Background: an optimization exercise with open tools, aiming at small area, a short achievable clock period and few clock cycles. Do not read the settings as production practice.
At most, simulation tests tie the RTL to the original design; equivalence was not proved.
No functional check of the RTL was part of runs 1, 2 and 6.
Power and IR drop assume default switching activity.

## flow/design.v (module list and top-level ports; edited modules follow where they fit)
// module nse_regs: 28 lines
// module nse_ctrl: 122 lines
// module nse_dp: 112 lines
// module nse_sqacc40: 494 lines
// module nse_sqacc41: 497 lines
// module nash_sutcliffe_efficiency_top: 70 lines
module nash_sutcliffe_efficiency_top #(
	parameter int MAX_SAMPLES = nse_pkg::MAX_SAMPLES_DEF,
	parameter int SAMPLE_BITS = nse_pkg::SAMPLE_BITS_DEF
) (
	input  logic                              clk,
	input  logic                              arst_n,
	input  logic                              s_tvalid,
	output logic                              s_tready,
	input  logic [nse_pkg::IN_DATA_W-1:0]     s_tdata,    
	input  logic                              s_tlast,    
	output logic                              m_tvalid,
	input  logic                              m_tready,
	output logic [nse_pkg::EFF_W-1:0]         m_tdata,    
	output logic [nse_pkg::STAT_W-1:0]        m_tuser,    
	input  logic                              psel,
	input  logic                              penable,
	input  logic                              pwrite,
	input  logic [nse_pkg::APB_ADDR_W-1:0]    paddr,
	input  logic [nse_pkg::APB_DATA_W-1:0]    pwdata,
	output logic [nse_pkg::APB_DATA_W-1:0]    prdata,
	output logic                              pready
);
  // ...
==> flow/flow/run.sh <==
#!/bin/bash
# The standard layout (the standard.sh, standard synthesis included) with two layout
# choices: timing repair is asked to leave setup slack beyond the clock period's (ORFS's
# repair_timing reads the margin from SETUP_SLACK_MARGIN), and the port buffers that
# buffer_ports puts on every input and output are plain buffers (sky130_fd_sc_hd__buf_2,
# which repair may resize) instead of its default delay cell. The clock, the constraints
# and every other step are the standard flow's.
set -euo pipefail
export SETUP_SLACK_MARGIN=7.7
export BUFFER_PORTS_ARGS="-buffer_cell sky130_fd_sc_hd__buf_2"
bash standard.sh > standard_flow.log 2>&1
==> flow/standard.sh <==
#!/bin/bash
# synth_recipe.tcl (not shown) runs the flow's synth.tcl, then flattens the netlist and writes it again
# the make line also repeats each setting of config.mk as NAME=value (left out here)
make -C /OpenROAD-flow-scripts/flow DESIGN_CONFIG=/design/flow/config.mk WORK_HOME=/design/flow/orfs CLKGATE_MAP_FILE= SYNTH_SCRIPT=/design/flow/synth_recipe.tcl "${@:-finish}"
==> flow/config.mk <==
export PLATFORM = sky130hd
export DESIGN_NAME = nash_sutcliffe_efficiency_top
export DESIGN_NICKNAME = nash_sutcliffe_efficiency_top
export VERILOG_FILES = /design/flow/design.v
export SDC_FILE = /design/flow/constraint.sdc
export NUM_CORES = 4
export LEC_CHECK = 0
export CAP_MARGIN = 20
export CORE_MARGIN = 2
export CORE_UTILIZATION = 40
export SLEW_MARGIN = 20
==> flow/constraint.sdc <==
create_clock -name core_clock -period 12.0 [get_ports {clk}]
set_input_delay 2.4000 -clock core_clock [delete_from_list [all_inputs] [get_ports {clk}]]
set_output_delay 2.4000 -clock core_clock [all_outputs]
set_load 0.01 [all_outputs]
==> metrics.cfg, run 1 <==
[synthesis]
synth_edf_count=225
yosysMostFrequentCell=inv_1
synth_compound_area_frac=0.137
avgSynthCellArea_um2=9.49
yosysUniqueCellTypes=92
synthMuxAreaShare=0.00969

[floorplanning]
die-area_mm2=0.107

[cells_and_area]
multiInputGateArea_mm2=0.0266
stdcell_count=5867
final_area_mm2=0.0465
antenna_cells=0
regArea_mm2=0.0133
nFillCells=10000
nClkBuffers=87

[placement]
io_buffers=86

[clock_network]
ctsResizeCount=74

[grt]
met2_usage=0.314

[sta]
setup_violations=0
hold_violations=0

[worst_hold_path]
worstHoldEndpoint=u_dp.l2_q

[power]
p_leak_nw=21.2
p_int_mw=6.76
power_density_mw_per_mm2=267

[route]
drc=0
highest_layer=met4

[setup_path]
path_max_fanout=13

[run_status]
status=timing/DRC/antenna clean

==> inputs of run 2 (changes only) <==
--- a/flow/config.mk
+++ b/flow/config.mk
@@ -7,5 +7,6 @@
 export LEC_CHECK = 0
 export CAP_MARGIN = 20
 export CORE_MARGIN = 2
-export CORE_UTILIZATION = 40
+export CORE_UTILIZATION = 60
+export PLACE_DENSITY = 0.7
 export SLEW_MARGIN = 20
==> run 2 against run 1 <==
Still clean on timing, DRC and antenna; worst setup slack better by 0.0040 ns; worst hold slack worse by 0.0011 ns; wire length down 0.97%; die area down 33%; synthesized cell count unchanged; sequential power about the same; critical endpoint unchanged; largest cell class unchanged; highest routed layer is now met5.
==> metrics.cfg, run 2 <==
[run_status]
status=timing/DRC/antenna clean  ; unchanged

[clock_network]
cts_buffer_depth=3  ; unchanged
clk_pin_slew_worst_paths_ns=0.06  ; about the same
root_buffer=clkbuf_16  ; unchanged
htreeDepth=2  ; unchanged
cts_buffers=61  ; unchanged
tritoncts=yes  ; unchanged
cts_sinks=542  ; unchanged
holdBufCountCts=0  ; unchanged
worstSkewPairLatency_ns=0.69  ; was 0.65 ns

[placement]
pre_cts_slack_ns=6.66  ; was 6.76 ns
io_buffers=86  ; unchanged
post_dp_cell_area_mm2=0.0428  ; was 0.0433 mm^2
post-place-cells=5258  ; was 5,706
place_congestion=0.932  ; was 0.921
hpwlAfterDp_mm=77.8  ; was 79.8 mm

[setup_path]
crit_arrival_ns=4.90  ; was 4.87 ns
rrSetupSlack_ns=7.53  ; about the same
required_ns=12.43  ; was 12.40 ns
critPathKind=reg -> reg  ; unchanged
r2r_cells=18  ; unchanged
rr_startpoint=u_ctrl.top_q  ; unchanged
start_kind=flip-flop  ; unchanged
path_max_fanout=7  ; was 13
crit_path_end_kind=flip-flop  ; unchanged
worstReg2RegEnd=u_ctrl.pd_q[49]  ; unchanged

[sta]
hold_violations=0  ; unchanged
fin_setup_tns_ns=0  ; unchanged
setup_violations=0  ; unchanged
fin_ws_ns=7.53  ; about the same
clock_skew_ns=0.0496  ; was 0.0137 ns
period_share=0.372  ; was 0.373
layout_min_cycle_time_ns=4.47  ; about the same
slew_viol_final=0  ; unchanged
tightest_slew_ns=1.02  ; was 1.12 ns
rsz0062_at_grt=yes  ; unchanged
hold_slack_ns=0.353  ; was 0.354 ns
slew_headroom=0.309  ; was 0.252
clock.fmax_mhz=224  ; about the same

[cells_and_area]
final_cell_mix=inv_1 (448), fa_1 (293), dfxtp_1 (280)  ; was inv_1 (448), fa_1 (294), ha_1 (285)
drive_gt1_frac=0.103  ; was 0.0891
reg_top3=u_ctrl.pn_q: 51 flops, u_ctrl.pd_q: 50 flops  ; unchanged
final_nets=5131  ; was 5,111
area_growth_pct=11.0  ; was 11.1%
utilization=0.675  ; was 0.449
top_register=u_ctrl.pn_q  ; unchanged
antenna_cells=0  ; unchanged
stdcell_count=5441  ; was 5,867
nFillCells=5571  ; was 10,000
layout_commonest_cell=inv_1  ; unchanged
largest_reg_flops=51  ; unchanged
final_area_mm2=0.0464  ; was 0.0465 mm^2

[synthesis]
yosysWarnings=3  ; unchanged
yosysMostFrequentCell=inv_1  ; unchanged
synthTopCellsByCount=inv_1 (451), ha_1 (302), fa_1 (297)  ; unchanged
avgSynthCellArea_um2=9.49  ; unchanged
synth_compound_area_frac=0.137  ; unchanged
synthAdderAreaFrac=0.233  ; unchanged
synth_top_area_share=0.161  ; unchanged
syn_area_mm2=0.0419  ; unchanged
netlist_instances=4410  ; unchanged
synth_area_leader_cell=edfxtp_1  ; unchanged
synth_simple_gate_area_frac=0.162  ; unchanged
synthMuxAreaShare=0.00969  ; unchanged
synthXorXnorAreaFrac=0.0755  ; unchanged
synth_top_family_by_area=adder cells  ; unchanged
ys_top_cells_by_area=edfxtp_1 (16%), fa_1 (14%), dfxtp_1 (13%)  ; unchanged
async_flop_share=0.0664  ; unchanged
synth_seq_cells=542  ; unchanged
ys.flop_type=dfxtp_1  ; unchanged
ys_seq_area_frac=0.317  ; unchanged
synth_edf_count=225  ; unchanged
yosysUniqueCellTypes=92  ; unchanged

[floorplanning]
die-height_um=268  ; was 327 um
dieWidth_um=268  ; was 327 um
die-area_mm2=0.0719  ; was 0.107 mm^2
io_pins=136  ; unchanged
coreArea_mm2=0.0688  ; was 0.104 mm^2
start_util=0.608  ; was 0.404
num_rows=96  ; was 118

[flow_run]
max-cap-violations=0  ; unchanged

[route]
wl_per_cell_um=19.7  ; was 18.5 um
dr.first_iter.drc_count=2261  ; was 1,976
drt_first_pass_iters=5  ; was 6
detail-route-antenna-nets=0  ; unchanged
drt-vias-per-instance=5.78  ; was 5.22
drt_wl_total_mm=107  ; was 108 mm
drc=0  ; unchanged
vias=31400  ; was 30,600

[grt]
grtUsageTotal=0.295  ; was 0.199
grt_antenna_before_repair=3  ; was 0
gr-total-overflow=0  ; unchanged
grt_pass1_wl_mm=166  ; was 169 mm
grt_pass1_vias=31000  ; was 30,100
grt_max_degree=97  ; was 82

[power]
p_leak_nw=21.4  ; was 21.2 nW
peakVddDrop_v=0.000200  ; was 0.000225 V
power_mw=12.8  ; was 12.4 mW
power_density_mw_per_mm2=277  ; was 267 mW/mm^2

[worst_hold_path]
hold_path.class=reg -> reg  ; unchanged
worstHoldEndpoint=u_dp.l2_q  ; unchanged
min_path_cells=0  ; unchanged
worstHoldStart=u_dp.l1_q  ; unchanged

run 2: cell counts after synthesis:
Identical to the previous run, type by type.
run 2: worst max-delay path by stage:
| stage | slack [ns] | end | cells after the start | start |
|---|---|---|---|---|
| 6_report | 7.53 | u_ctrl.pd_q[49] | 18 | u_ctrl.top_q |
| 5_1_grt | 7.44 | u_ctrl.pd_q[49] | 18 | u_ctrl.top_q |
| 4_1_cts | 7.64 | u_ctrl.pd_q[49] | 18 | u_ctrl.top_q |
| 3_5_place_dp | 6.66 | u_ctrl.xq_q[0] | 17 | u_ctrl.nk_q |
| 3_3_place_gp | 6.72 | u_ctrl.xq_q[0] | 17 | u_ctrl.nk_q |
| 2_1_floorplan | 7.48 | u_ctrl.nk_q | 6 | u_ctrl.st_q[0] |
run 2: worst max-delay path, cell delays in order, from the launching register on:
cell and delay [ns]:
edfxtp_1 0.44, buf_6 0.17, buf_16 0.14, xnor2_2 0.14
and2_4 0.15, fa_2 0.37, ha_4 0.18, fa_2 0.35
a21o_1 0.23, a2111oi_4 0.43, o21ai_2 0.09, and4_4 0.20
o311ai_4 0.25, and3_4 0.26, or3_4 0.14, o311ai_4 0.13
a41oi_2 0.26, nor4_1 0.07, nand2b_1 0.18
run 2: cell type report:
cell class | instances | area (um^2) | share of cell area
inverters | 454 | 1710 | 0.0368
clock inverters | 38 | 350 | 0.00754
flip-flops and latches | 542 | 13300 | 0.286
well taps | 931 | 1160 | 0.0251
clock buffers | 78 | 1730 | 0.0372
multi-input cells | 3220 | 26800 | 0.578
repair buffers | 178 | 1350 | 0.0290
run 2: timing repair:
item                                    4_1_cts  5_1_grt
buffers inserted                             26       34
endpoints found under the hold margin         0        0
endpoints found under the setup margin      106       45
cloned                                        1        6
resized for setup                            94       83
pin swaps                                    38       62
run 2: per-layer routing:
metal | wire (um) | share of wire | global-route usage | vias up
li1 | - | - | - | 14900
met1 | 44900 | 0.42 | 0.386 | 15300
met2 | 50700 | 0.47 | 0.490 | 1034
met3 | 7100 | 0.066 | 0.0520 | 247
met4 | 4660 | 0.043 | 0.109 | 4
met5 | 23 | 0.00021 | 0 | -
run 2: power breakdown:
group / switching [mW] / leakage (nW) / total (mW) / internal, mW
combinational: 4.41 / 15.4 / 7.59 / 3.18
sequential: 0.628 / 4.93 / 3.32 / 2.69
clock: 0.847 / 1.03 / 1.94 / 1.09
run 2: kinds of logic after synthesis:
group,count (synthesis)
flip-flops,542
XOR/XNOR,361
adder cells (fa/ha/maj),600
multiplexers,28
AND/OR/NAND/NOR,1315
other,2
buffers and inverters,671
AO/OA/AOI/OAI,891
==> module nse_ctrl, before the edit <==
module nse_ctrl (
	input  logic                           clk,
	input  logic                           arst_n,
	input  logic                           handoff,
	output logic                           bk_idle_nxt,
	input  logic [9:0]                     n_i,
	input  logic [24:0]                    so_i,
	input  logic [39:0]                    soo_i,
	input  logic [40:0]                    see_i,
	output logic                           m_tvalid,
	input  logic                           m_tready,
	output logic [nse_pkg::EFF_W-1:0]      m_tdata,
	output logic [nse_pkg::STAT_W-1:0]     m_tuser
);
	typedef enum logic [2:0] {
		B_IDLE = 3'd0,
		B_MUL  = 3'd1,
		B_CHK  = 3'd2,
		B_DIV  = 3'd4,
		B_FIN  = 3'd5,
		B_OUT  = 3'd6
	} bstate_t;
	bstate_t     st_q;
	logic [4:0]  k_q;
	logic [9:0]  n_q;
	logic [39:0] soo_q;
	logic [40:0] see_q;
	logic [25:0] xq_q;      
	logic [49:0] pd_q;      
	logic [50:0] pn_q;      
	logic [1:0]  stat_q;
	logic        valid_q, few_q, div_q;
	logic        nk_q, sk_q, top_q;    
	logic [4:0] km1;
	assign km1 = k_q - 5'd1;
	logic [49:0] so_ext, d_add_a, d_add_b, pd_mul;
	assign so_ext  = {{25{xq_q[24]}}, xq_q[24:0]};
	assign d_add_a = nk_q ? {10'd0, soo_q} : 50'd0;
	assign d_add_b = sk_q ? (top_q ? so_ext : ~so_ext) : 50'd0;
	assign pd_mul  = {pd_q[48:0], 1'b0} + d_add_a + d_add_b + {49'd0, sk_q && !top_q};
	logic [50:0] pn_opb, pn_sum;
	logic        qb, sub_q;
	assign pn_opb = div_q ? ({1'b0, pd_q} ^ {51{sub_q}}) : (nk_q ? {10'd0, see_q} : 51'd0);
	assign pn_sum = {pn_q[49:0], div_q && xq_q[25]} + pn_opb + {50'd0, div_q && sub_q};
	assign qb     = !pn_sum[50];
	logic        flat, sat;
	logic [25:0] w;
	logic [23:0] eff;
	assign flat = pd_q == 50'd0;
	assign sat  = xq_q[25] || (xq_q[24] && ((xq_q[23:17] != 7'd0) || (&xq_q[16:0])));
	assign w    = 26'h0020000 - {1'b0, xq_q[24:0]};
	assign eff  = sat ? 24'h800000 : w[24:1];
	always_ff @(posedge clk or negedge arst_n) begin
		if (!arst_n) begin
			st_q    <= B_IDLE;
			valid_q <= 1'b0;
			div_q   <= 1'b0;
			k_q     <= '0;
		end else begin
			case (st_q)
				B_IDLE: if (handoff) begin st_q <= B_MUL; k_q <= 5'd24; end
				B_MUL: begin
					k_q <= (k_q == 5'd0) ? 5'd25 : km1;
					if (k_q == 5'd0) st_q <= B_CHK;
				end
				B_CHK: begin
					st_q  <= (few_q || flat) ? B_FIN : B_DIV;
					div_q <= !(few_q || flat);
				end
				B_DIV: begin
					k_q <= km1;
					if (k_q == 5'd0) begin st_q <= B_FIN; div_q <= 1'b0; end
				end
				B_FIN: begin st_q <= B_OUT; valid_q <= 1'b1; end
				B_OUT: if (m_tready) begin st_q <= B_IDLE; valid_q <= 1'b0; end
				default: st_q <= B_IDLE;
			endcase
		end
	end
	always_ff @(posedge clk) begin
		case (st_q)
			B_IDLE: if (handoff) begin
				n_q   <= n_i;
				few_q <= n_i == 10'd0;
				soo_q <= soo_i;
				see_q <= see_i;
				xq_q  <= {1'b0, so_i};
				pd_q  <= '0;
				pn_q  <= '0;
				nk_q  <= 1'b0;
				sk_q  <= so_i[24];
				top_q <= 1'b1;
			end
			B_MUL: begin
				pd_q  <= pd_mul;
				pn_q  <= pn_sum;
				nk_q  <= (km1 < 5'd10) && n_q[km1[3:0]];
				sk_q  <= (km1 < 5'd25) && xq_q[km1];
				top_q <= 1'b0;
			end
			B_CHK: begin
				pn_q  <= {9'd0, pn_q[50:9]};
				xq_q  <= {pn_q[8:0], 17'd0};
				sub_q <= 1'b1;
			end
			B_DIV: begin
				pn_q  <= pn_sum;
				xq_q  <= {xq_q[24:0], qb};
				sub_q <= qb;
			end
			B_FIN: begin
				stat_q <= few_q ? nse_pkg::STAT_FEW : (flat ? nse_pkg::STAT_FLAT : nse_pkg::STAT_OK);
				xq_q   <= (few_q || flat) ? 26'd0 : {2'b0, eff};
			end
			default: ;
		endcase
	end
	assign bk_idle_nxt = ((st_q == B_IDLE) && !handoff) || ((st_q == B_OUT) && m_tready);
	assign m_tvalid    = valid_q;
	assign m_tdata     = xq_q[23:0];
	assign m_tuser     = stat_q;
endmodule
==> inputs of run 3 (changes only) <==
--- a/flow/design.v
+++ b/flow/design.v
@@ -72,21 +72,25 @@
 	bstate_t     st_q;
 	logic [4:0]  k_q;
 	logic [9:0]  n_q;
-	logic [39:0] soo_q;
+	logic [51:0] q_q;       
 	logic [40:0] see_q;
 	logic [25:0] xq_q;      
 	logic [49:0] pd_q;      
 	logic [50:0] pn_q;      
 	logic [1:0]  stat_q;
-	logic        valid_q, few_q, div_q;
+	logic        valid_q, few_q, div_q, chk_q;
 	logic        nk_q, sk_q, top_q;    
 	logic [4:0] km1;
 	assign km1 = k_q - 5'd1;
-	logic [49:0] so_ext, d_add_a, d_add_b, pd_mul;
-	assign so_ext  = {{25{xq_q[24]}}, xq_q[24:0]};
-	assign d_add_a = nk_q ? {10'd0, soo_q} : 50'd0;
-	assign d_add_b = sk_q ? (top_q ? so_ext : ~so_ext) : 50'd0;
-	assign pd_mul  = {pd_q[48:0], 1'b0} + d_add_a + d_add_b + {49'd0, sk_q && !top_q};
+	logic [11:0] q_add;
+	assign q_add = q_q[51:40] + (q_q[0] ? {2'd0, n_q} : 12'd0) + (q_q[1] ? {1'b0, n_q, 1'b0} : 12'd0);
+	logic [49:0] so_ext, pd_opa, pd_opb, pd_sum;
+	logic        pd_cin;
+	assign so_ext = {{25{xq_q[24]}}, xq_q[24:0]};
+	assign pd_opa = chk_q ? pd_q : {pd_q[48:0], 1'b0};
+	assign pd_opb = chk_q ? q_q[49:0] : (sk_q ? (top_q ? so_ext : ~so_ext) : 50'd0);
+	assign pd_cin = !chk_q && sk_q && !top_q;
+	assign pd_sum = pd_opa + pd_opb + {49'd0, pd_cin};
 	logic [50:0] pn_opb, pn_sum;
 	logic        qb, sub_q;
 	assign pn_opb = div_q ? ({1'b0, pd_q} ^ {51{sub_q}}) : (nk_q ? {10'd0, see_q} : 51'd0);
@@ -104,21 +108,26 @@
 			st_q    <= B_IDLE;
 			valid_q <= 1'b0;
 			div_q   <= 1'b0;
+			chk_q   <= 1'b0;
 			k_q     <= '0;
 		end else begin
 			case (st_q)
 				B_IDLE: if (handoff) begin st_q <= B_MUL; k_q <= 5'd24; end
 				B_MUL: begin
 					k_q <= (k_q == 5'd0) ? 5'd25 : km1;
-					if (k_q == 5'd0) st_q <= B_CHK;
+					if (k_q == 5'd0) begin st_q <= B_CHK; chk_q <= 1'b1; end
 				end
 				B_CHK: begin
-					st_q  <= (few_q || flat) ? B_FIN : B_DIV;
-					div_q <= !(few_q || flat);
+					st_q  <= B_DIV;
+					div_q <= 1'b1;
+					chk_q <= 1'b0;
 				end
 				B_DIV: begin
 					k_q <= km1;
-					if (k_q == 5'd0) begin st_q <= B_FIN; div_q <= 1'b0; end
+					if (k_q == 5'd0 || (k_q == 5'd25 && (few_q || flat))) begin
+						st_q  <= B_FIN;
+						div_q <= 1'b0;
+					end
 				end
 				B_FIN: begin st_q <= B_OUT; valid_q <= 1'b1; end
 				B_OUT: if (m_tready) begin st_q <= B_IDLE; valid_q <= 1'b0; end
@@ -131,7 +140,7 @@
 			B_IDLE: if (handoff) begin
 				n_q   <= n_i;
 				few_q <= n_i == 10'd0;
-				soo_q <= soo_i;
+				q_q   <= {12'd0, soo_i};
 				see_q <= see_i;
 				xq_q  <= {1'b0, so_i};
 				pd_q  <= '0;
@@ -141,13 +150,15 @@
 				top_q <= 1'b1;
 			end
 			B_MUL: begin
-				pd_q  <= pd_mul;
+				pd_q  <= pd_sum;
 				pn_q  <= pn_sum;
+				if (k_q >= 5'd5) q_q <= {2'd0, q_add, q_q[39:2]};    
 				nk_q  <= (km1 < 5'd10) && n_q[km1[3:0]];
 				sk_q  <= (km1 < 5'd25) && xq_q[km1];
 				top_q <= 1'b0;
 			end
 			B_CHK: begin
+				pd_q  <= pd_sum;
 				pn_q  <= {9'd0, pn_q[50:9]};
 				xq_q  <= {pn_q[8:0], 17'd0};
 				sub_q <= 1'b1;
--- a/flow/flow/run.sh
+++ b/flow/flow/run.sh
@@ -6,6 +6,6 @@
 # which repair may resize) instead of its default delay cell. The clock, the constraints
 # and every other step are the standard flow's.
 set -euo pipefail
-export SETUP_SLACK_MARGIN=7.7
+export SETUP_SLACK_MARGIN=7.6
 export BUFFER_PORTS_ARGS="-buffer_cell sky130_fd_sc_hd__buf_2"
 bash standard.sh > standard_flow.log 2>&1
--- a/flow/config.mk
+++ b/flow/config.mk
@@ -7,6 +7,5 @@
 export LEC_CHECK = 0
 export CAP_MARGIN = 20
 export CORE_MARGIN = 2
-export CORE_UTILIZATION = 60
-export PLACE_DENSITY = 0.7
+export CORE_UTILIZATION = 40
 export SLEW_MARGIN = 20
==> run 3 against run 2 <==
Still clean; first-iteration DRC count fell by 14%; sequential cell count rose by 11; via count rose by 5.3%; clock skew fell by 0.014 ns; wire length rose by 7.5%; area after synthesis rose by 4.0%; critical path depth fell by 3; global-route usage fell by 8.8 points; clock power rose by 9.8%; count of clock-buffer cells in the layout rose by 17; die area rose by 55%; largest cell class unchanged.
==> metrics.cfg, run 3 <==
[setup_path]
cpMostUsedCell=buf_4
crit_chain=buf_8 > nor2b_4 > buf_4 > clkbuf_16 > a22o_1 > ha_1 > a21oi_1 > o21bai_1 > a221oi_1 > a21boi_2 > nor2_1 > o31ai_1 > buf_4 > nor3_1 > o32a_1  ; was buf_6 > buf_16 > xnor2_2 > and2_4 > fa_2 > ha_4 > fa_2 > a21o_1 > a2111oi_4 > o21ai_2 > and4_4 > o311ai_4 > and3_4 > or3_4 > o311ai_4 > a41oi_2 > nor4_1 > nand2b_1
required_ns=12.49  ; was 12.43 ns
path_max_fanout=55  ; was 7
crit_path_end_kind=flip-flop  ; unchanged
cpPeakStageDelay_ns=0.54  ; was 0.44 ns
path_buf_inv=4  ; was 2
critPathKind=reg -> reg  ; unchanged
crit_arrival_ns=4.77  ; was 4.90 ns
critical-path-top-delay-family=compound AO/OA/AOI/OAI gates  ; unchanged
crit_slowest_cell=a221oi_1  ; was edfxtp_1
start_kind=flip-flop  ; unchanged

[grt]
gr-total-overflow=0  ; unchanged
grt_antenna_before_repair=1  ; was 3
grt_pass1_vias=33200  ; was 31,000
grt_max_degree=187  ; was 97
grtUsageTotal=0.206  ; was 0.295
grt_pass1_wl_mm=184  ; was 166 mm

[placement]
post-place-cells=5991  ; was 5,258
post_dp_cell_area_mm2=0.0450  ; was 0.0428 mm^2
place_congestion=0.901  ; was 0.932
hpwlAfterDp_mm=86.8  ; was 77.8 mm
pre_cts_slack_ns=6.31  ; was 6.66 ns
io_buffers=86  ; unchanged

[clock_network]
clk_pin_slew_worst_paths_ns=0.06  ; about the same
cts_buffer_depth=3  ; unchanged
htreeDepth=3  ; was 2
cts_buffers=69  ; was 61
tritoncts=yes  ; unchanged
cts_sinks=553  ; was 542
worstSkewPairLatency_ns=0.63  ; was 0.69 ns
root_buffer=clkbuf_16  ; unchanged

[cells_and_area]
drive_gt1_frac=0.0793  ; was 0.103
nFillCells=10600  ; was 5,571
layout_commonest_cell=inv_1  ; unchanged
top_register=u_ctrl.pn_q  ; unchanged
reg_top3=u_ctrl.pn_q: 51 flops, u_ctrl.pd_q: 50 flops, u_ctrl.q_q: 50 flops  ; was u_ctrl.pn_q: 51 flops, u_ctrl.pd_q: 50 flops
final_cell_mix=inv_1 (396), nand2_1 (323), ha_1 (304)  ; was inv_1 (448), fa_1 (293), dfxtp_1 (280)
largest_reg_flops=51  ; unchanged
area_growth_pct=9.58  ; was 11.0%
final_nets=5312  ; was 5,131
final_area_mm2=0.0477  ; was 0.0464 mm^2
multiInputGateArea_mm2=0.0277  ; was 0.0268 mm^2
regArea_mm2=0.0136  ; was 0.0133 mm^2
stdcell_count=6131  ; was 5,441

[synthesis]
synth_edf_count=235  ; was 225
ys_top_cells_by_area=edfxtp_1 (16%), dfxtp_1 (13%), fa_1 (12%)  ; was edfxtp_1 (16%), fa_1 (14%), dfxtp_1 (13%)
yosysMostFrequentCell=inv_1  ; unchanged
synthTopCellsByCount=inv_1 (397), nand2_1 (324), nor2_1 (308)  ; was inv_1 (451), ha_1 (302), fa_1 (297)
yosysWarnings=3  ; unchanged
ys.flop_type=dfxtp_1  ; unchanged
synth_top_area_share=0.162  ; was 0.161
netlist_instances=4683  ; was 4,410
async_flop_share=0.0669  ; was 0.0664
syn_area_mm2=0.0435  ; was 0.0419 mm^2
synth_area_leader_cell=edfxtp_1  ; unchanged
avgSynthCellArea_um2=9.30  ; was 9.49 um^2
ys_seq_area_frac=0.313  ; was 0.317
synth_seq_cells=553  ; was 542
yosysUniqueCellTypes=100  ; was 92

[route]
drt_first_pass_iters=5  ; unchanged
dr.first_iter.drc_count=1949  ; was 2,261
detail-route-antenna-nets=0  ; unchanged
drt-vias-per-instance=5.40  ; was 5.78
vias=33100  ; was 31,400
drt_wl_total_mm=115  ; was 107 mm
wl_per_cell_um=18.8  ; was 19.7 um
drc=0  ; unchanged

[sta]
fin_setup_tns_ns=0  ; unchanged
layout_min_cycle_time_ns=4.28  ; was 4.47 ns
fin_ws_ns=7.72  ; was 7.53 ns
clock.fmax_mhz=234  ; was 224 MHz
rsz0062_at_grt=yes  ; unchanged
setup_violations=0  ; unchanged
slew_viol_final=0  ; unchanged
hold_slack_ns=0.353  ; about the same
slew_headroom=0.310  ; was 0.309
period_share=0.357  ; was 0.372
clock_skew_ns=0.0353  ; was 0.0496 ns
tightest_slew_ns=1.03  ; was 1.02 ns
hold_violations=0  ; unchanged

[power]
p_leak_nw=21.4  ; about the same
peakVddDrop_v=0.000204  ; was 0.000200 V
power_density_mw_per_mm2=258  ; was 277 mW/mm^2

[floorplanning]
dieWidth_um=334  ; was 268 um
coreArea_mm2=0.108  ; was 0.0688 mm^2
start_util=0.402  ; was 0.608
die-area_mm2=0.111  ; was 0.0719 mm^2
io_pins=136  ; unchanged
num_rows=121  ; was 96
die-height_um=334  ; was 268 um

[flow_run]
max-cap-violations=0  ; unchanged

[run_status]
status=timing/DRC/antenna clean  ; unchanged

[worst_hold_path]
hold_path.class=reg -> reg  ; unchanged

## run 3: cell types whose count changed after synthesis, sizes merged, moves of 35 or more
| cell | delta |
|---|---|
| inv | -54 |
| xnor2 | -52 |
| mux2 | +49 |
| nor2 | +39 |
| nor3 | +37 |
| nand2 | +35 |
| o21ai | +35 |
## run 3: logic make-up (layout without fill, tap and decap cells)
kind of cell	Yosys count	after routing	synth area share
AO/OA/AOI/OAI	1041	1041	0.154
XOR/XNOR	330	330	0.0667
adder cells (fa/ha/maj)	574	574	0.211
buffers and inverters	640	650	0.0596
flip-flops	553	553	0.313
multiplexers	89	89	0.0245
other	2	25	0.000173
AND/OR/NAND/NOR	1454	1455	0.171
## run 3: cell type report
| type | instances | area share |
|---|---|---|
| multi-input combinational | 3513 | 0.580 |
| sequential | 553 | 0.286 |
| clock buffer | 95 | 0.0429 |
| tap | 1414 | 0.0371 |
| inverter | 400 | 0.0315 |
| timing repair buffer | 127 | 0.0180 |
| clock inverter | 28 | 0.00519 |
| antenna | 1 | 0.0000525 |
## run 3: per-stage QoR
stage	power (mW)	util
after floorplan	8.21	-
after global placement	9.96	0.415
after detailed placement	10.0	0.415
after CTS	12.3	0.438
after global routing	13.3	0.440
final	12.3	0.440
## run 3: final timing paths
check | from | end | slack (ns) | cells after the start
setup reg to reg | u_ctrl.div_q | u_ctrl.xq_q[0] | 7.72 | 15
hold / removal | u_dp.l1_q | u_dp.l2_q | 0.35 | 0
hold reg to reg | u_dp.l1_q | u_dp.l2_q | 0.35 | 0
min in group asynchronous | arst_n | u_regs.skip_q[3] | 1.94 | 1
max in group asynchronous | arst_n | u_ctrl.chk_q | 9.34 | 1
setup / recovery | u_ctrl.div_q | u_ctrl.xq_q[0] | 7.72 | 15
## run 3: power by group
group / switching, mW / total, mW / internal (mW)
combinational: 4.11 / 6.75 / 2.64
clock: 0.854 / 2.13 / 1.28
sequential: 0.645 / 3.43 / 2.79
## run 3: metal layers
metal,GRT usage,share of wire,up-vias
met3,0.0308,0.052,160
met1,0.277,0.45,16200
li1,-,-,16100
met4,0.0572,0.024,0
met2,0.346,0.47,732
met5,0,0,-
## run 3: timing repair
action | 4_1_cts | 5_1_grt
cloned | 2 | 1
endpoints found under the hold margin | 0 | 0
hold buffers | 0 | 0
pin swaps | 5 | 7
buffers inserted | 9 | 4
resized for setup | 28 | 27
setup endpoints to repair | 38 | 24
Testbench counts of run 3, summed over its fixed seeds: cycles 17,133.
==> inputs of run 4 (changes only) <==
--- a/flow/flow/run.sh
+++ b/flow/flow/run.sh
@@ -6,6 +6,6 @@
 # which repair may resize) instead of its default delay cell. The clock, the constraints
 # and every other step are the standard flow's.
 set -euo pipefail
-export SETUP_SLACK_MARGIN=7.6
+export SETUP_SLACK_MARGIN=7.9
 export BUFFER_PORTS_ARGS="-buffer_cell sky130_fd_sc_hd__buf_2"
 bash standard.sh > standard_flow.log 2>&1
==> run 4 against run 3 <==
First-iteration DRC count down 0.77%; highest routed layer is now met5; sequential cell count unchanged; largest cell class unchanged; core utilization rose by 0.65 points.
==> metrics.cfg, run 4 <==
[run_status]
status=timing/DRC/antenna clean  ; unchanged

[cells_and_area]
antenna_cells=0  ; was 1
final_area_mm2=0.0484  ; was 0.0477 mm^2
reg_top3=u_ctrl.pn_q: 51 flops, u_ctrl.pd_q: 50 flops, u_ctrl.q_q: 50 flops  ; unchanged
top_register=u_ctrl.pn_q  ; unchanged
final_cell_mix=inv_1 (394), nand2_1 (322), nor2_1 (301)  ; was inv_1 (396), nand2_1 (323), ha_1 (304)
area_growth_pct=11.2  ; was 9.58%
drive_gt1_frac=0.0953  ; was 0.0793
largest_reg_flops=51  ; unchanged
utilization=0.447  ; was 0.440
stdcell_count=6167  ; was 6,131
final_nets=5346  ; was 5,312
layout_commonest_cell=inv_1  ; unchanged

[synthesis]
ys.flop_type=dfxtp_1  ; unchanged
avgSynthCellArea_um2=9.30  ; unchanged
netlist_instances=4683  ; unchanged
async_flop_share=0.0669  ; unchanged
ys_top_cells_by_area=edfxtp_1 (16%), dfxtp_1 (13%), fa_1 (12%)  ; unchanged
yosysUniqueCellTypes=100  ; unchanged
synth_seq_cells=553  ; unchanged
ys_seq_area_frac=0.313  ; unchanged
synthTopCellsByCount=inv_1 (397), nand2_1 (324), nor2_1 (308)  ; unchanged
synth_edf_count=235  ; unchanged
syn_area_mm2=0.0435  ; unchanged
yosysWarnings=3  ; unchanged
synth_top_area_share=0.162  ; unchanged
yosysMostFrequentCell=inv_1  ; unchanged
synth_area_leader_cell=edfxtp_1  ; unchanged

[power]
power_mw=12.6  ; was 12.3 mW
pwr-share-clk=0.176  ; was 0.173
power_density_mw_per_mm2=261  ; was 258 mW/mm^2
p_int_mw=6.89  ; was 6.71 mW
p_sw_frac=0.454  ; was 0.455
pwr-share-comb=0.551  ; was 0.548
p_switching_mw=5.73  ; was 5.61 mW
p_seq_frac=0.272  ; was 0.279
peakVddDrop_v=0.000164  ; was 0.000204 V
p_leak_nw=21.7  ; was 21.4 nW

[setup_path]
worstReg2RegEnd=u_ctrl.pd_q[46]  ; was u_ctrl.xq_q[0]
r2r_cells=14  ; was 15
crit_path_end_kind=flip-flop  ; unchanged
crit_arrival_ns=4.40  ; was 4.77 ns
critPathKind=reg -> reg  ; unchanged
rrSetupSlack_ns=7.99  ; was 7.72 ns
rr_startpoint=u_ctrl.top_q  ; was u_ctrl.div_q
path_max_fanout=8  ; was 55
start_kind=flip-flop  ; unchanged
required_ns=12.39  ; was 12.49 ns

[sta]
hold_slack_ns=0.350  ; was 0.353 ns
fin_setup_tns_ns=0  ; unchanged
layout_min_cycle_time_ns=4.01  ; was 4.28 ns
fin_ws_ns=7.99  ; was 7.72 ns
slew_headroom=0.353  ; was 0.310
setup_violations=0  ; unchanged
clock_skew_ns=0.0346  ; was 0.0353 ns
hold_violations=0  ; unchanged
clock.fmax_mhz=249  ; was 234 MHz
slew_viol_final=0  ; unchanged
tightest_slew_ns=0.971  ; was 1.03 ns
rsz0062_at_grt=no  ; was yes
period_share=0.334  ; was 0.357

[clock_network]
root_buffer=clkbuf_16  ; unchanged
holdBufCountCts=0  ; unchanged
htreeDepth=3  ; unchanged
worstSkewPairLatency_ns=0.66  ; was 0.63 ns
cts_buffer_depth=3  ; unchanged
tritoncts=yes  ; unchanged
clk_pin_slew_worst_paths_ns=0.06  ; about the same
cts_sinks=553  ; unchanged
cts_buffers=70  ; was 69

[flow_run]
max-cap-violations=0  ; unchanged

[route]
dr.first_iter.drc_count=1934  ; was 1,949
drc=0  ; unchanged
drt_wl_total_mm=118  ; was 115 mm
detail-route-antenna-nets=0  ; unchanged
drt_first_pass_iters=5  ; unchanged
drt-vias-per-instance=5.40  ; about the same
wl_per_cell_um=19.1  ; was 18.8 um
vias=33300  ; was 33,100

[floorplanning]
coreArea_mm2=0.108  ; unchanged
io_pins=136  ; unchanged
die-area_mm2=0.111  ; unchanged
dieWidth_um=334  ; unchanged
num_rows=121  ; unchanged
start_util=0.402  ; unchanged
die-height_um=334  ; unchanged

[grt]
gr-total-overflow=0  ; unchanged
grt_pass1_wl_mm=185  ; was 184 mm
grt_antenna_before_repair=1  ; unchanged
grt_max_degree=66  ; was 187
grtUsageTotal=0.209  ; was 0.206
grt_pass1_vias=33300  ; was 33,200

[worst_hold_path]
min_path_cells=0  ; unchanged
worstHoldEndpoint=u_dp.l2_q  ; unchanged
worstHoldStart=u_dp.l1_q  ; unchanged
hold_path.class=reg -> reg  ; unchanged

[placement]
hpwlAfterDp_mm=87.3  ; was 86.8 mm
post-place-cells=5995  ; was 5,991
post_dp_cell_area_mm2=0.0450  ; about the same
io_buffers=86  ; unchanged
place_congestion=0.916  ; was 0.901
pre_cts_slack_ns=6.59  ; was 6.31 ns

## run 4: cell counts after synthesis
No cell type changed its count.
## run 4: cell type report
cell class,instances,area (um^2)
fillers,10600,60000
multi-input cells,3513,27900
flip-flops and latches,553,13600
clock buffers,94,2030
well taps,1414,1770
inverters,400,1500
repair buffers,160,1250
clock inverters,33,378
## run 4: cell families after synthesis
group / synth area share
and+or+nand+nor: 0.171
AOI/OAI and AO/OA: 0.154
buffers and inverters: 0.0596
adders and majority gates: 0.211
DFF: 0.313
xor gates and xnor gates: 0.0667
muxes: 0.0245
other: 0.000173
## run 4: how the worst max path moves through the flow
stage | endpoint | from | cells past startpoint
final | u_ctrl.pd_q[46] | u_ctrl.top_q | 14
after detailed placement | u_ctrl.pd_q[46] | u_ctrl.chk_q | 13
after floorplan | u_ctrl.pd_q[46] | u_ctrl.chk_q | 16
after global placement | u_ctrl.pd_q[46] | u_ctrl.chk_q | 13
after CTS | u_ctrl.pd_q[46] | u_ctrl.chk_q | 14
after global routing | u_ctrl.pn_q[40] | u_ctrl.div_q | 15
## run 4: power groups by stage
stage	clock network [mW]	registers (mW)	logic (mW)
final	2.22	3.44	6.96
after global routing	2.35	3.50	7.71
after CTS	2.27	3.43	6.73
after detailed placement	0	3.48	6.54
after global placement	0	3.48	6.50
after floorplan	0	3.08	5.14
## run 4: metal layers
metal / track usage / vias to the layer above / wire length (um)
li1: - / 16100 / -
met4: 0.0793 / 2 / 4090
met3: 0.0331 / 204 / 6130
met2: 0.342 / 772 / 54600
met5: 0 / - / 11
met1: 0.278 / 16200 / 53200
## run 4: repair_timing
| item | 4_1_cts | 5_1_grt |
|---|---|---|
| cloned | 2 | 5 |
| hold endpoints to repair | 0 | 0 |
| buffers inserted | 18 | 20 |
| pin swaps | 8 | 27 |
| endpoints found under the setup margin | 98 | 43 |
| resized for setup | 49 | 67 |
## run 4: worst max-delay path: stages, from the launching register on
cell and delay, ns:
edfxtp_1 0.43, buf_12 0.17, buf_4 0.17, xor2_1 0.16
o21ai_0 0.37, ha_1 0.40, a31oi_1 0.23, a2111oi_4 0.39
a221oi_4 0.13, nor2b_4 0.16, o311ai_4 0.30, a21boi_2 0.16
buf_4 0.15, o311a_1 0.28, a211o_1 0.24
==> inputs of run 5 (changes only) <==
==> flow/flow/run.sh (replaced) <==
#!/bin/bash
# The standard layout (the standard.sh, standard synthesis included) with these layout
# choices:
#  - after the standard synthesis, flow/fa_polarity.py removes inverters between full-adder
#    cells: a full adder is self-dual, so feeding it complemented inputs complements its
#    outputs; it picks adder polarities that need fewer inverters. Registers and every other
#    cell stay as synthesized. The synthesized netlist is kept as 1_2_yosys.standard.v.
#  - timing repair is asked to leave setup slack beyond the clock period's (ORFS's
#    repair_timing reads the margin from SETUP_SLACK_MARGIN);
#  - the port buffers that buffer_ports puts on every input and output are plain buffers
#    (sky130_fd_sc_hd__buf_2, which repair may resize) instead of its default delay cell.
# The clock, the constraints and every other step are the standard flow's.
set -euo pipefail
export SETUP_SLACK_MARGIN=7.9
export BUFFER_PORTS_ARGS="-buffer_cell sky130_fd_sc_hd__buf_2"
R=orfs/results/${FLOW_PLATFORM}/nash_sutcliffe_efficiency_top/base
bash standard.sh synth > standard_synth.log 2>&1
cp "$R/1_2_yosys.v" "$R/1_2_yosys.standard.v"
python3 flow/fa_polarity.py "$R/1_2_yosys.standard.v" "$R/1_2_yosys.v" > fa_polarity.log 2>&1
rm -f "$R/1_synth.odb" "$R/1_synth.sdc"
bash standard.sh > standard_flow.log 2>&1
==> flow/flow/fa_polarity.py (new file) <==
#!/usr/bin/env python3
"""Remove inverters between full adders in a mapped Yosys netlist.

A full adder is self-dual: FA(~a, ~b, ~c) = (~cout, ~sum). Each fa cell gets a polarity p
(1: it is fed the complements of its inputs and so outputs the complements of its outputs);
the polarities are chosen to reduce the number of inverters the netlist needs, then every
connection is rebuilt with one shared inverter per net that needs one. Registers, ports and
every other cell are left as they are; the function is unchanged.
Usage: fa_polarity.py IN.v OUT.v
"""
import re
import sys
from collections import defaultdict

OUT_PINS = {"X", "Y", "Q", "Q_N", "SUM", "COUT", "HI", "LO"}

src = open(sys.argv[1]).read()
mod_start = src.index("module ")
mod_end = src.rindex("endmodule")
body = src[mod_start:mod_end]

# cell instances: type name ( .PIN(net), ... );
cell_re = re.compile(r"^  (sky130_fd_sc_hd__\w+) (\\\S+ |\S+) ?\(\n(.*?)\n  \);\n", re.S | re.M)
pin_re = re.compile(r"\.(\w+)\((.*?)\)(?:,|$)", re.M)

cells = []
for m in cell_re.finditer(body):
    typ, name, pins_txt = m.group(1), m.group(2), m.group(3)
    pins = []
    for pm in pin_re.finditer(pins_txt):
        pins.append([pm.group(1), pm.group(2).strip()])
    cells.append({"type": typ, "name": name.strip(), "pins": pins, "span": m.span()})
n_inst = len(re.findall(r"^  sky130_fd_sc_hd__\w+ ", body, re.M))
if n_inst != len(cells):
    sys.exit(f"fa_polarity: parsed {len(cells)} of {n_inst} cell instances")

def is_fa(c):
    return re.match(r"sky130_fd_sc_hd__fa_\d+$", c["type"]) is not None

def is_inv(c):
    return re.match(r"sky130_fd_sc_hd__(clk)?inv_\d+$", c["type"]) is not None

# nets referenced outside cell instances (assigns, ports) are fixed
rest = cell_re.sub("", body)
fixed_nets = set()
ports = set(re.findall(r"^\s*(?:input|output|inout)\s+(?:\[[^\]]*\]\s*)?(\S+);", rest, re.M))
for line in rest.splitlines():
    line = line.strip()
    if line.startswith("assign"):
        for tok in re.findall(r"(\\\S+ |[A-Za-z_][\w$]*(?:\[\d+\])?)", line[6:]):
            fixed_nets.add(tok.strip())

driver = {}
loads = defaultdict(list)      # net -> [(cell index, pin index)]
for ci, c in enumerate(cells):
    for pi, (p, n) in enumerate(c["pins"]):
        if p in OUT_PINS:
            driver[n] = (ci, p)
        else:
            loads[n].append((ci, pi))

def norm(n):
    return n.strip()

def is_port(n):
    return re.sub(r"\[\d+\]$", "", n.strip()) in ports

fa_idx = [ci for ci, c in enumerate(cells) if is_fa(c)]
inv_of = {}          # inverter output net -> input net
inv_cells = {}       # inverter output net -> cell index
for ci, c in enumerate(cells):
    if is_inv(c):
        d = dict(c["pins"])
        inv_of[norm(d["Y"])] = norm(d["A"])
        inv_cells[norm(d["Y"])] = ci

def resolve(n):
    """(source net, inversion) for a net, through one inverter."""
    n = norm(n)
    if n in inv_of:
        return inv_of[n], 1
    return n, 0

def fa_src(n):
    d = driver.get(n)
    if d is not None and is_fa(cells[d[0]]):
        return d[0]
    return None

# consumers of each source net: list of (kind, cell, pin index, inv) kind 'fa' or 'other'
# an inverter whose output goes to a fixed net (assign) stays as it is
consumers = defaultdict(list)
removable_inv = set()
involved = set()
for ci in fa_idx:
    for pi, (p, n) in enumerate(cells[ci]["pins"]):
        if p in OUT_PINS:
            involved.add(norm(n))
        else:
            s, i = resolve(n)
            involved.add(s)
for s in sorted(involved):
    for (ci, pi) in loads.get(s, []):
        c = cells[ci]
        if is_inv(c):
            y = norm(dict(c["pins"])["Y"])
            if y in fixed_nets or y == s:
                consumers[s].append(("keep", ci, pi, 0))
                continue
            removable_inv.add(ci)
            for (cj, pj) in loads.get(y, []):
                consumers[s].append(("fa" if is_fa(cells[cj]) else "other", cj, pj, 1))
        else:
            consumers[s].append(("fa" if is_fa(c) else "other", ci, pi, 0))
    if s in fixed_nets or is_port(s):
        consumers[s].append(("fixedref", -1, -1, 0))

forced = set()
for ci in fa_idx:
    for p, n in cells[ci]["pins"]:
        n = norm(n)
        if "'" in n:
            forced.add(ci)
        if p in OUT_PINS and (n in fixed_nets or is_port(n)):
            forced.add(ci)
        if p not in OUT_PINS:
            s, i = resolve(n)
            d = driver.get(s)
            if d is not None and "conb" in cells[d[0]]["type"]:
                forced.add(ci)
            if d is None and s not in fixed_nets and not re.match(r"^[A-Za-z_]", s.lstrip("\\")):
                forced.add(ci)

pol = defaultdict(int)

def net_cost(s):
    ps = pol[fa_src(s)] if fa_src(s) is not None else 0
    need_inv = False
    for kind, ci, pi, i in consumers[s]:
        if kind == "keep" or kind == "fixedref":
            continue
        t = i ^ (pol[ci] if kind == "fa" else 0)
        if t != ps:
            need_inv = True
    # a fixed reference to the net itself needs the logical value on the net
    if ps and any(k == "fixedref" for k, *_ in consumers[s]):
        return 100
    return 1 if need_inv else 0

def fa_nets(ci):
    out = set()
    for p, n in cells[ci]["pins"]:
        if p in OUT_PINS:
            out.add(norm(n))
        else:
            out.add(resolve(n)[0])
    return out

improved = True
rounds = 0
while improved and rounds < 50:
    improved = False
    rounds += 1
    for ci in fa_idx:
        if ci in forced:
            continue
        nets = fa_nets(ci)
        before = sum(net_cost(s) for s in nets)
        pol[ci] ^= 1
        after = sum(net_cost(s) for s in nets)
        if after < before:
            improved = True
        else:
            pol[ci] ^= 1

total_before = len(removable_inv)
# rebuild connections
new_invs = []      # (name, in, out)
inv_net_for = {}   # source net -> inverted net name
old_inv_out = {}   # source net -> an old inverter output net name (reuse the name)
for ci in removable_inv:
    d = dict(cells[ci]["pins"])
    old_inv_out.setdefault(norm(d["A"]), norm(d["Y"]))
new_wires = []
cnt = [0]
def inverted(s):
    if s not in inv_net_for:
        if s in old_inv_out:
            nn = old_inv_out[s]
        else:
            cnt[0] += 1
            nn = f"_fapol_n{cnt[0]}_"
            new_wires.append(nn)
        inv_net_for[s] = nn
        new_invs.append((f"_fapol_i{len(new_invs) + 1}_", s, nn))
    return inv_net_for[s]

for s in sorted(involved):
    ps = pol[fa_src(s)] if fa_src(s) is not None else 0
    for kind, ci, pi, i in consumers[s]:
        if kind in ("keep", "fixedref"):
            continue
        t = i ^ (pol[ci] if kind == "fa" else 0)
        cells[ci]["pins"][pi][1] = s if t == ps else inverted(s)

# emit; an escaped identifier ends with a space
def emit(n):
    n = n.strip()
    return n + " " if n.startswith("\\") else n

out_cells = []
for ci, c in enumerate(cells):
    if ci in removable_inv:
        continue
    pins = ",\n".join(f"    .{p}({emit(n)})" for p, n in c["pins"])
    out_cells.append(f"  {c['type']} {emit(c['name'])} (\n{pins}\n  );\n")
for name, a, y in new_invs:
    out_cells.append(f"  sky130_fd_sc_hd__inv_1 {name} (\n    .A({emit(a)}),\n    .Y({emit(y)})\n  );\n")
# keep everything that is not a cell instance in place, cells after the declarations
first = cell_re.search(body).start()
head = body[:first]
tail_txt = cell_re.sub("", body[first:])
wires = "".join(f"  wire {w};\n" for w in new_wires)
res = src[:mod_start] + head + wires + "".join(out_cells) + tail_txt + src[mod_end:]
open(sys.argv[2], "w").write(res)
print(f"fa_polarity: {len(fa_idx)} full adders, {sum(pol[c] for c in fa_idx)} flipped, "
      f"inverters {total_before} -> {len(new_invs)}", file=sys.stderr)
==> run 5 against run 4 <==
Die area is 1.6% lower; non-clock buffer count is 11 lower; clock skew is 0.0086 ns lower; critical path depth stayed put; first-iteration DRC count is 4.4% lower; sequential cell count stayed put; combinational power is 2% lower; largest power group unchanged.
==> metrics.cfg, run 5 <==
[floorplanning]
io_pins=136  ; unchanged
start_util=0.402  ; about the same
dieWidth_um=331  ; was 334 um
die-area_mm2=0.110  ; was 0.111 mm^2
die-height_um=331  ; was 334 um
coreArea_mm2=0.107  ; was 0.108 mm^2
num_rows=120  ; was 121

[setup_path]
r2r_cells=14  ; unchanged
start_kind=flip-flop  ; unchanged
path_depth=14  ; unchanged
crit_chain=buf_12 > xor2_1 > o21ai_1 > fa_2 > fa_2 > a211oi_2 > o21ai_1 > a221o_2 > a221oi_4 > nor2b_4 > o311ai_2 > a21boi_2 > nor3_1 > a211o_1  ; was buf_12 > buf_4 > xor2_1 > o21ai_0 > ha_1 > a31oi_1 > a2111oi_4 > a221oi_4 > nor2b_4 > o311ai_4 > a21boi_2 > buf_4 > o311a_1 > a211o_1
required_ns=12.37  ; was 12.39 ns
path_max_fanout=12  ; was 8
cpPeakStageDelay_ns=0.45  ; was 0.43 ns
crit_slowest_cell=edfxtp_1  ; unchanged
crit_path_end_kind=flip-flop  ; unchanged
crit_arrival_ns=4.42  ; was 4.40 ns
critPathKind=reg -> reg  ; unchanged
critical-path-top-delay-family=compound AO/OA/AOI/OAI gates  ; unchanged
path_buf_inv=1  ; was 3

[run_status]
status=timing/DRC/antenna clean  ; unchanged

[route]
drc=0  ; unchanged
drt_first_pass_iters=6  ; was 5
drt-vias-per-instance=5.44  ; was 5.40
wl_per_cell_um=19.4  ; was 19.1 um
dr.first_iter.drc_count=1849  ; was 1,934
vias=32400  ; was 33,300
detail-route-antenna-nets=0  ; unchanged
drt_wl_total_mm=116  ; was 118 mm

[placement]
pre_cts_slack_ns=6.72  ; was 6.59 ns
io_buffers=86  ; unchanged
hpwlAfterDp_mm=85.7  ; was 87.3 mm
place_congestion=0.907  ; was 0.916
post-place-cells=5793  ; was 5,995

[clock_network]
holdBufCountCts=0  ; unchanged
root_buffer=clkbuf_16  ; unchanged
cts_buffers=69  ; was 70
worstSkewPairLatency_ns=0.62  ; was 0.66 ns
cts_sinks=553  ; unchanged
cts_buffer_depth=3  ; unchanged
tritoncts=yes  ; unchanged
htreeDepth=3  ; unchanged
clk_pin_slew_worst_paths_ns=0.06  ; about the same

[sta]
clock.fmax_mhz=247  ; was 249 MHz
slew_headroom=0.341  ; was 0.353
layout_min_cycle_time_ns=4.05  ; was 4.01 ns
setup_violations=0  ; unchanged
hold_violations=0  ; unchanged
tightest_slew_ns=0.985  ; was 0.971 ns
clock_skew_ns=0.0260  ; was 0.0346 ns
fin_ws_ns=7.95  ; was 7.99 ns
fin_setup_tns_ns=0  ; unchanged
rsz0062_at_grt=yes  ; was no
slew_viol_final=0  ; unchanged
period_share=0.337  ; was 0.334

[grt]
gr-total-overflow=0  ; unchanged
grt_max_degree=66  ; unchanged
grt_pass1_wl_mm=182  ; was 185 mm
grt_antenna_before_repair=1  ; unchanged
grtUsageTotal=0.209  ; about the same
grt_pass1_vias=32400  ; was 33,300

[power]
peakVddDrop_v=0.000145  ; was 0.000164 V
power_density_mw_per_mm2=261  ; about the same
pwr-share-comb=0.556  ; was 0.551
p_int_mw=6.67  ; was 6.89 mW
p_leak_nw=21.7  ; about the same
p_switching_mw=5.64  ; was 5.73 mW
p_sw_frac=0.458  ; was 0.454
pwr-share-clk=0.164  ; was 0.176
power_mw=12.3  ; was 12.6 mW
p_seq_frac=0.280  ; was 0.272

[cells_and_area]
drive_gt1_frac=0.0916  ; was 0.0953
top_register=u_ctrl.pn_q  ; unchanged
utilization=0.443  ; was 0.447
layout_commonest_cell=nand2_1  ; was inv_1
stdcell_count=5955  ; was 6,167
final_nets=5144  ; was 5,346
final_cell_mix=nand2_1 (324), nor2_1 (300), ha_1 (295)  ; was inv_1 (394), nand2_1 (322), nor2_1 (301)
reg_top3=u_ctrl.pn_q: 51 flops, u_ctrl.pd_q: 50 flops, u_ctrl.q_q: 50 flops  ; unchanged
area_growth_pct=10.3  ; was 11.2%
largest_reg_flops=51  ; unchanged

[worst_hold_path]
min_path_cells=0  ; unchanged
hold_path.class=reg -> reg  ; unchanged

[synthesis]
syn_area_mm2=0.0428  ; was 0.0435 mm^2
yosysWarnings=3  ; unchanged
netlist_instances=4493  ; was 4,683
avgSynthCellArea_um2=9.53  ; was 9.30 um^2

[flow_run]
max-cap-violations=0  ; unchanged

## run 5: area by class of cell
| class | instances | area (um^2) |
|---|---|---|
| multi-input cells | 3513 | 27800 |
| flip-flops and latches | 553 | 13600 |
| diodes | 1 | 2.50 |
| clock inverters | 22 | 161 |
| clock buffers | 104 | 1990 |
| inverters | 210 | 791 |
| well taps | 1403 | 1760 |
| repair buffers | 149 | 1150 |
| fillers | 10300 | 59400 |
## run 5: power by group through the flow
stage	sequential [mW]	clock, mW	combinational, mW
final	3.44	2.02	6.85
after global placement	3.47	0	6.47
after CTS	3.43	2.07	6.69
after detailed placement	3.47	0	6.52
after floorplan	3.08	0	5.13
after global routing	3.50	2.14	7.61
## run 5: what timing repair did
item                                    4_1_cts  5_1_grt
gates cloned                                  2        6
resized for setup                            60       42
pin swaps                                    11       16
setup buffers                                14       13
endpoints found under the setup margin      104       45
## run 5: final timing paths
check	startpoint	to	slack (ns)
max	u_ctrl.top_q	u_ctrl.pd_q[46]	7.95
min	u_dp.l1_q	u_dp.l2_q	0.36
max reg2reg	u_ctrl.top_q	u_ctrl.pd_q[46]	7.95
min reg2reg	u_dp.l1_q	u_dp.l2_q	0.36
max in group asynchronous	arst_n	u_ctrl.chk_q	9.36
min in group asynchronous	arst_n	u_dp.idx_q[5]	1.93
## run 5: worst register-to-register path: stages, from the launching register on
cell      delay (ns)
edfxtp_1        0.45
buf_12          0.19
xor2_1          0.15
o21ai_1         0.11
fa_2            0.43
fa_2            0.39
a211oi_2        0.22
o21ai_1         0.13
a221o_2         0.40
a221oi_4        0.37
nor2b_4         0.23
o311ai_2        0.16
a21boi_2        0.26
nor3_1          0.07
a211o_1         0.27
## run 5: stage by stage
stage                     area (um^2)  hold slack, ns
after floorplan                 42900           0.331
after global placement          44300           0.339
after detailed placement        44300           0.350
after CTS                       46900           0.367
after global routing            47200           0.377
final                           47200           0.362
## run 5: metal layers
layer | up-vias | global-route usage | routed length [um]
li1 | 15700 | - | -
met1 | 15800 | 0.282 | 52900
met2 | 681 | 0.349 | 54100
met3 | 165 | 0.0307 | 5660
met4 | 2 | 0.0615 | 3060
met5 | - | 0 | 13
==> inputs of run 6 (changes only) <==
--- a/flow/design.v
+++ b/flow/design.v
@@ -73,17 +73,18 @@
 	logic [4:0]  k_q;
 	logic [9:0]  n_q;
 	logic [51:0] q_q;       
-	logic [40:0] see_q;
 	logic [25:0] xq_q;      
 	logic [49:0] pd_q;      
-	logic [50:0] pn_q;      
+	logic [53:0] pn_q;      
 	logic [1:0]  stat_q;
 	logic        valid_q, few_q, div_q, chk_q;
-	logic        nk_q, sk_q, top_q;    
+	logic        sk_q, top_q;    
 	logic [4:0] km1;
 	assign km1 = k_q - 5'd1;
 	logic [11:0] q_add;
 	assign q_add = q_q[51:40] + (q_q[0] ? {2'd0, n_q} : 12'd0) + (q_q[1] ? {1'b0, n_q, 1'b0} : 12'd0);
+	logic [11:0] n_add;
+	assign n_add = pn_q[53:42] + (pn_q[0] ? {2'd0, n_q} : 12'd0) + (pn_q[1] ? {1'b0, n_q, 1'b0} : 12'd0);
 	logic [49:0] so_ext, pd_opa, pd_opb, pd_sum;
 	logic        pd_cin;
 	assign so_ext = {{25{xq_q[24]}}, xq_q[24:0]};
@@ -93,8 +94,8 @@
 	assign pd_sum = pd_opa + pd_opb + {49'd0, pd_cin};
 	logic [50:0] pn_opb, pn_sum;
 	logic        qb, sub_q;
-	assign pn_opb = div_q ? ({1'b0, pd_q} ^ {51{sub_q}}) : (nk_q ? {10'd0, see_q} : 51'd0);
-	assign pn_sum = {pn_q[49:0], div_q && xq_q[25]} + pn_opb + {50'd0, div_q && sub_q};
+	assign pn_opb = {1'b0, pd_q} ^ {51{sub_q}};
+	assign pn_sum = {pn_q[49:0], xq_q[25]} + pn_opb + {50'd0, sub_q};
 	assign qb     = !pn_sum[50];
 	logic        flat, sat;
 	logic [25:0] w;
@@ -141,30 +142,27 @@
 				n_q   <= n_i;
 				few_q <= n_i == 10'd0;
 				q_q   <= {12'd0, soo_i};
-				see_q <= see_i;
+				pn_q  <= {13'd0, see_i};
 				xq_q  <= {1'b0, so_i};
 				pd_q  <= '0;
-				pn_q  <= '0;
-				nk_q  <= 1'b0;
 				sk_q  <= so_i[24];
 				top_q <= 1'b1;
 			end
 			B_MUL: begin
 				pd_q  <= pd_sum;
-				pn_q  <= pn_sum;
 				if (k_q >= 5'd5) q_q <= {2'd0, q_add, q_q[39:2]};    
-				nk_q  <= (km1 < 5'd10) && n_q[km1[3:0]];
+				if (k_q >= 5'd4) pn_q <= {2'd0, n_add, pn_q[41:2]};    
 				sk_q  <= (km1 < 5'd25) && xq_q[km1];
 				top_q <= 1'b0;
 			end
 			B_CHK: begin
 				pd_q  <= pd_sum;
-				pn_q  <= {9'd0, pn_q[50:9]};
+				pn_q  <= {12'd0, pn_q[50:9]};
 				xq_q  <= {pn_q[8:0], 17'd0};
 				sub_q <= 1'b1;
 			end
 			B_DIV: begin
-				pn_q  <= pn_sum;
+				pn_q  <= {3'd0, pn_sum};
 				xq_q  <= {xq_q[24:0], qb};
 				sub_q <= qb;
 			end
==> run 6 against run 5 <==
Register-to-register slack worse by 0.09 ns; combinational power up 17%; wire length down 4.5%; synthesized cell count down 1.1%; highest routed layer unchanged.
==> metrics.cfg, run 6 <==
[clock_network]
cts_buffers=61  ; was 69
holdBufCountCts=0  ; unchanged
clk_pin_slew_worst_paths_ns=0.07  ; was 0.06 ns
tritoncts=yes  ; unchanged
cts_sinks=511  ; was 553
worstSkewPairLatency_ns=0.66  ; was 0.62 ns
cts_buffer_depth=3  ; unchanged
htreeDepth=2  ; was 3
root_buffer=clkbuf_16  ; unchanged

[setup_path]
crit_slowest_cell=edfxtp_1  ; unchanged
critPathKind=reg -> reg  ; unchanged
path_buf_inv=0  ; was 1
r2r_cells=15  ; was 14
path_depth=15  ; was 14
path_max_fanout=10  ; was 12
required_ns=12.39  ; was 12.37 ns
critical-path-top-delay-family=compound AO/OA/AOI/OAI gates  ; unchanged
start_kind=flip-flop  ; unchanged
crit_chain=nand2b_4 > o21ai_2 > fa_2 > fa_2 > a211oi_4 > o21ai_2 > a21o_1 > o311a_4 > a211o_1 > a41o_1 > a21o_1 > a31o_4 > a21boi_2 > xnor2_1 > nor2_1  ; was buf_12 > xor2_1 > o21ai_1 > fa_2 > fa_2 > a211oi_2 > o21ai_1 > a221o_2 > a221oi_4 > nor2b_4 > o311ai_2 > a21boi_2 > nor3_1 > a211o_1
cpPeakStageDelay_ns=0.53  ; was 0.45 ns
rrSetupSlack_ns=7.87  ; was 7.95 ns
worstReg2RegEnd=u_ctrl.pd_q[44]  ; was u_ctrl.pd_q[46]
crit_arrival_ns=4.53  ; was 4.42 ns
rr_startpoint=u_ctrl.sk_q  ; was u_ctrl.top_q
crit_path_end_kind=flip-flop  ; unchanged

[route]
detail-route-antenna-nets=0  ; unchanged
vias=31900  ; was 32,400
dr.first_iter.drc_count=2010  ; was 1,849
drt_wl_total_mm=111  ; was 116 mm
wl_per_cell_um=18.8  ; was 19.4 um
drt-vias-per-instance=5.42  ; was 5.44
drc=0  ; unchanged
drt_first_pass_iters=8  ; was 6

[power]
power_density_mw_per_mm2=286  ; was 261 mW/mm^2
power_mw=13.3  ; was 12.3 mW
peakVddDrop_v=0.000159  ; was 0.000145 V
p_leak_nw=21.3  ; was 21.7 nW

[synthesis]
syn_area_mm2=0.0417  ; was 0.0428 mm^2
avgSynthCellArea_um2=9.39  ; was 9.53 um^2
netlist_instances=4443  ; was 4,493
yosysWarnings=3  ; unchanged

[floorplanning]
die-area_mm2=0.107  ; was 0.110 mm^2
die-height_um=327  ; was 331 um
num_rows=118  ; was 120
dieWidth_um=327  ; was 331 um
start_util=0.403  ; was 0.402
coreArea_mm2=0.103  ; was 0.107 mm^2
io_pins=136  ; unchanged

[cells_and_area]
area_growth_pct=11.0  ; was 10.3%
stdcell_count=5887  ; was 5,955
regArea_mm2=0.0124  ; was 0.0136 mm^2
utilization=0.447  ; was 0.443
final_nets=5125  ; was 5,144
largest_reg_flops=52  ; was 51
layout_commonest_cell=nor2_1  ; was nand2_1
drive_gt1_frac=0.102  ; was 0.0916
antenna_cells=0  ; was 1
reg_top3=u_ctrl.pn_q: 52 flops, u_ctrl.pd_q: 50 flops, u_ctrl.q_q: 50 flops  ; was u_ctrl.pn_q: 51 flops, u_ctrl.pd_q: 50 flops, u_ctrl.q_q: 50 flops
final_cell_mix=nor2_1 (315), ha_1 (307), a21oi_1 (299)  ; was nand2_1 (324), nor2_1 (300), ha_1 (295)
multiInputGateArea_mm2=0.0279  ; was 0.0278 mm^2
nFillCells=9875  ; was 10,300
top_register=u_ctrl.pn_q  ; unchanged

[grt]
gr-total-overflow=0  ; unchanged
grt_pass1_wl_mm=176  ; was 182 mm
grtUsageTotal=0.204  ; was 0.209
grt_antenna_before_repair=2  ; was 1
grt_pass1_vias=32100  ; was 32,400
grt_max_degree=84  ; was 66

[sta]
rsz0062_at_grt=yes  ; unchanged
clock.fmax_mhz=242  ; was 247 MHz
period_share=0.345  ; was 0.337
layout_min_cycle_time_ns=4.13  ; was 4.05 ns
slew_headroom=0.310  ; was 0.341
slew_viol_final=0  ; unchanged
hold_slack_ns=0.346  ; was 0.362 ns
setup_violations=0  ; unchanged
hold_violations=0  ; unchanged
fin_setup_tns_ns=0  ; unchanged
tightest_slew_ns=1.03  ; was 0.985 ns
clock_skew_ns=0.0243  ; was 0.0260 ns

[placement]
io_buffers=86  ; unchanged
place_congestion=0.893  ; was 0.907
post-place-cells=5711  ; was 5,793
hpwlAfterDp_mm=81.6  ; was 85.7 mm

[worst_hold_path]
worstHoldStart=u_dp.l1_q  ; unchanged
worstHoldEndpoint=u_dp.l2_q  ; unchanged
min_path_cells=0  ; unchanged
hold_path.class=reg -> reg  ; unchanged

[flow_run]
max-cap-violations=0  ; unchanged

[run_status]
status=timing/DRC/antenna clean  ; unchanged

[run 6: cell count changes in the layout (fill, tap and decap cells not counted), moves of 26 or more]
cell and change:
a22o_1 -42, inv_1 +30, a21oi_1 +26, nand2_1 -43, a222oi_1 +28, xnor2_1 +34
edfxtp_1 -41
[run 6: metal layers]
metal / GRT usage / up-vias / wire length [um]
met2: 0.343 / 726 / 52400
li1: - / 15500 / -
met4: 0.0488 / 2 / 2560
met3: 0.0242 / 161 / 4850
met1: 0.280 / 15600 / 50700
met5: 0 / - / 12
[run 6: how the worst max path moves through the flow]
stage,from,to
final,u_ctrl.sk_q,u_ctrl.pd_q[44]
after global routing,u_ctrl.top_q,u_ctrl.pd_q[44]
after CTS,u_ctrl.top_q,u_ctrl.pd_q[44]
after detailed placement,u_ctrl.chk_q,u_ctrl.pd_q[37]
after global placement,u_ctrl.chk_q,u_ctrl.pd_q[37]
after floorplan,u_ctrl.chk_q,u_ctrl.pd_q[44]
[run 6: cell type report]
cell class / instances / share of cell area
Clock inverter: 25 / 0.00476
Sequential cell: 511 / 0.267
Timing Repair Buffer: 172 / 0.0282
Multi-Input combinational cell: 3473 / 0.604
Inverter: 235 / 0.0191
Clock buffer: 91 / 0.0401
Tap cell: 1380 / 0.0373
[run 6: report_power, final]
part / switching, mW / internal, mW / total, mW / leakage [nW]
registers: 0.713 / 2.61 / 3.32 / 4.61
clock network: 0.797 / 1.11 / 1.91 / 1.02
logic: 4.67 / 3.36 / 8.03 / 15.7
total: 6.18 / 7.09 / 13.3 / 21.3
[run 6: timing repair]
action | 4_1_cts | 5_1_grt
gates resized for setup | 39 | 84
cloned | 4 | 2
pin swaps | 21 | 38
buffers inserted | 24 | 30
endpoints found under the setup margin | 85 | 47
[run 6: per-stage QoR]
| stage | worst slack, ns | area, um^2 |
|---|---|---|
| after floorplan | 7.90 | 41800 |
| after global placement | 6.93 | 43100 |
| after detailed placement | 6.92 | 43100 |
| after CTS | 7.77 | 45700 |
| after global routing | 7.69 | 46300 |
| final | 7.87 | 46300 |

[afterwards: timing with drivers on the ports]
The flow's constraints put no driver on any port. The routed layouts listed below were extracted and timed again, unchanged, in two steps. Step 1 sets driving cells, clkbuf_16 on the clock port and buf_2 on the other inputs (assumed; they add their load-dependent delay and slew). Step 2 moves the port delays by t, midway between the first and last clock arrival at a register: inputs arrive t later, outputs are due t later. That takes back most of the time a late clock gives input paths. Three values: ideal, step 1, step 2; two values: the first two.
run	shift t [ns]	slack for setup (ns)	worst slew at a driven data input, ns
run 1	0.712	7.528 / 7.528 / 7.528	0.05
run 2	0.740	7.532 / 7.532 / 7.532	0.05
run 3	0.683	7.718 / 7.718 / 7.718	0.21
run 4	0.710	7.988 / 7.955 / 7.988	0.22
run 5	0.683	7.951 / 7.951 / 7.951	0.08
run 6	0.720	7.865 / 7.865 / 7.865	0.09
After both steps every run listed still meets setup and hold.
